This is an optimization exercise on Yosys and OpenROAD, whose aim is small area, not a production implementation. In this exercise RTL edits were held to simulation tests only and were not proved equivalent to the original. Power is estimated from default activity; no workload was simulated.

// frame_ctrl_top
module frame_ctrl_top (
    input  logic                                              clk,
    input  logic                                              rst_n,
    input  logic                                              start,
    input  frame_ctrl_pkg::frm_idx_t                          frm_index,
    input  frame_ctrl_pkg::addr_t                             dma_addr,
    output logic                                              mm2s_cmd_valid,
    input  logic                                              mm2s_cmd_ready,
    output logic [71:0]                                       mm2s_cmd,
    input  logic                                              s_tvalid,
    output logic                                              s_tready,
    input  frame_ctrl_pkg::byte_t                             s_tdata,
    input  logic                                              s_tlast,
    output logic                                              s2mm_cmd_valid,
    input  logic                                              s2mm_cmd_ready,
    output logic [71:0]                                       s2mm_cmd,
    output logic                                              m_tvalid,
    input  logic                                              m_tready,
    output frame_ctrl_pkg::byte_t                             m_tdata,
    output logic                                              m_tkeep,
  ...
For scale: ~860 cells after synthesis.
Settings: LEC_CHECK=0, CAP_MARGIN=20, CORE_AREA=2 2 298 238, DIE_AREA=0 0 300 240, GPL_TIMING_DRIVEN=0, SLEW_MARGIN=20; clock period 6.0 ns.
standard.sh (not shown) runs the stock make flow with config.mk's settings and CLKGATE_MAP_FILE= SYNTH_SCRIPT=/design/flow/synth_recipe.tcl, a recipe that flattens the netlist after the stock synthesis.
==> flow/flow/run.sh <==
#!/bin/bash
# The standard layout (standard.sh: ORFS synthesis to finish) with these
# layout choices changed:
#  - ABC maps the combinational logic for area (flow/abc_area_map.script in
#    place of ORFS's abc_speed.script; registers are mapped as before)
#  - port buffers use the smallest buffer cell instead of ORFS's default pick
#  - the clock tree uses clkbuf_8 with clusters of at most 16 sinks and no
#    dummy loads
#  - tie cells are not duplicated per load
# standard.sh's own output goes to standard.log here; ORFS writes each tool's
# full log under orfs/logs/.
set -e
rm -rf scripts
cp -r "$FLOW_HOME/scripts" scripts
cp flow/abc_area_map.script scripts/abc_speed.script
export SCRIPTS_DIR="$PWD/scripts"
export BUFFER_PORTS_ARGS="-buffer_cell sky130_fd_sc_hd__buf_1"
export CTS_ARGS="-sink_clustering_enable -repair_clock_nets -dont_use_dummy_load -buf_list sky130_fd_sc_hd__clkbuf_8 -sink_clustering_size 16 -sink_clustering_max_diameter 50"
export SKIP_REPAIR_TIE_FANOUT=1
export REMOVE_ABC_BUFFERS=1
bash standard.sh > standard.log 2>&1
==> flow/flow/abc_area_map.script <==
strash
dch -f
amap
strash
dch -f
amap
topo
dnsize -c
Then changed:
--- a/flow/flow/run.sh
+++ b/flow/flow/run.sh
@@ -16,6 +16,5 @@
 export SCRIPTS_DIR="$PWD/scripts"
 export BUFFER_PORTS_ARGS="-buffer_cell sky130_fd_sc_hd__buf_1"
-export CTS_ARGS="-sink_clustering_enable -repair_clock_nets -dont_use_dummy_load -buf_list sky130_fd_sc_hd__clkbuf_8 -sink_clustering_size 16 -sink_clustering_max_diameter 50"
+export CTS_ARGS="-sink_clustering_enable -repair_clock_nets -dont_use_dummy_load -buf_list sky130_fd_sc_hd__clkbuf_4 -sink_clustering_size 10 -sink_clustering_max_diameter 30"
 export SKIP_REPAIR_TIE_FANOUT=1
-export REMOVE_ABC_BUFFERS=1
 bash standard.sh > standard.log 2>&1
--- a/flow/config.mk
+++ b/flow/config.mk
@@ -9,4 +9,3 @@
 export CORE_AREA = 2 2 298 238
 export DIE_AREA = 0 0 300 240
-export GPL_TIMING_DRIVEN = 0
 export SLEW_MARGIN = 20
=> Cell area is about the same. Core utilization hardly moves. Final cell count increases by 1.6%. Hold slack degrades by 0.086 ns. Global-route usage increases by 0.24 points. First-iteration DRC count increases by 19%. Clock power decreases by 7.8%. Setup slack degrades by 0.21 ns. Power increases by 1.2%.
Then changed:
--- a/flow/flow/run.sh
+++ b/flow/flow/run.sh
@@ -16,5 +16,5 @@
 export SCRIPTS_DIR="$PWD/scripts"
 export BUFFER_PORTS_ARGS="-buffer_cell sky130_fd_sc_hd__buf_1"
-export CTS_ARGS="-sink_clustering_enable -repair_clock_nets -dont_use_dummy_load -buf_list sky130_fd_sc_hd__clkbuf_4 -sink_clustering_size 10 -sink_clustering_max_diameter 30"
+export CTS_ARGS="-sink_clustering_enable -repair_clock_nets -dont_use_dummy_load -buf_list sky130_fd_sc_hd__clkbuf_8 -sink_clustering_size 16 -sink_clustering_max_diameter 50"
 export SKIP_REPAIR_TIE_FANOUT=1
 bash standard.sh > standard.log 2>&1
Clock-buffer cell count decreases by 20.
Die area stays the same.
Non-clock buffer count is unchanged.
Cell count drops by 0.95%.

---

run A:
Another version of the RTL of frame_ctrl_top (not shown whole).
For scale: roughly 850 cells after synthesis.
clock: 6.0 ns
lec_check: 0
cap_margin: 20
core_area: 2 2 298 238
die_area: 0 0 300 240
place_density: 0.75
slew_margin: 20
==> flow/flow/run.sh <==
#!/bin/bash
# The standard layout (standard.sh: ORFS synthesis to finish) with these
# layout choices changed:
#  - ABC maps the combinational logic for area (flow/abc_area_map.script in
#    place of ORFS's abc_speed.script; registers are mapped as before)
#  - port buffers use the smallest buffer cell instead of ORFS's default pick
#  - the clock tree uses clkbuf_8 with clusters of at most 16 sinks and no
#    dummy loads
#  - tie cells are not duplicated per load
# standard.sh's own output goes to standard.log here; ORFS writes each tool's
# full log under orfs/logs/.
set -e
rm -rf scripts
cp -r "$FLOW_HOME/scripts" scripts
cp flow/abc_area_map.script scripts/abc_speed.script
export SCRIPTS_DIR="$PWD/scripts"
export BUFFER_PORTS_ARGS="-buffer_cell sky130_fd_sc_hd__buf_1"
export CTS_ARGS="-sink_clustering_enable -repair_clock_nets -dont_use_dummy_load -buf_list sky130_fd_sc_hd__clkbuf_8 -sink_clustering_size 16 -sink_clustering_max_diameter 50"
export SKIP_REPAIR_TIE_FANOUT=1
bash standard.sh > standard.log 2>&1
Scripts as last shown in full above: flow/flow/abc_area_map.script
Run A has completed all stages; timing, DRC and antenna checks passed.
### run A -> run K
Settings: a deleted PLACE_DENSITY that had been 0.75.
--- a/flow/flow/run.sh
+++ b/flow/flow/run.sh
@@ -18 +18 @@
-export CTS_ARGS="-sink_clustering_enable -repair_clock_nets -dont_use_dummy_load -buf_list sky130_fd_sc_hd__clkbuf_8 -sink_clustering_size 16 -sink_clustering_max_diameter 50"
+export CTS_ARGS="-sink_clustering_enable -repair_clock_nets -dont_use_dummy_load -buf_list sky130_fd_sc_hd__clkbuf_8 -sink_clustering_size 18 -sink_clustering_max_diameter 150"
[summary]
- Run K: detailed-route wire length per cell lower than run A
- What run A reported for first-iteration DRC count has to be multiplied by 0.835 to get the figure for run K.
- Run K — setup slack 0.065 ns higher, run A as reference

afterwards: timing with drivers on the ports:
The results above use ideal ports. As a check the final layouts listed here were re-extracted and re-timed, cells and wires unchanged.
Step 1, drivers: a clkbuf_16 drives clk and a buf_2 each remaining input, both assumed.
Step 2 moves the port delays by t, midway between the first and last clock arrival at a register: inputs arrive t later, outputs are due t later. That takes back most of the time a late clock gives input paths.
Three values: ideal ports, drivers, drivers and shift; two values: the first two.
| run | shift t [ns] | slack for setup (ns) | hold WS [ns] | worst setup path at the end | latest minus earliest clock arrival (ns) |
|---|---|---|---|---|---|
| the first run of note 1 | 0.617 | 0.851 / 0.797 / 1.295 | 0.583 / 0.579 / 0.619 | input to output | 0.077 / 0.077 |
| the second run of note 1 | 0.716 | 0.643 / 0.592 / 1.287 | 0.497 / 0.469 / 0.614 | input to output | 0.090 / 0.090 |
| the third run of note 1 | 0.600 | 0.777 / 0.721 / 1.307 | 0.598 / 0.566 / 0.618 | input to output | 0.105 / 0.105 |
| run A | 0.588 | 0.808 / 0.755 / 1.343 | 0.609 / 0.585 / 0.618 | register to output | 0.074 / 0.074 |
| run K | 0.568 | 0.873 / 0.835 / 1.402 | 0.596 / 0.581 / 0.616 | register to output | 0.046 / 0.047 |
After both steps setup and hold are still met in every run listed.
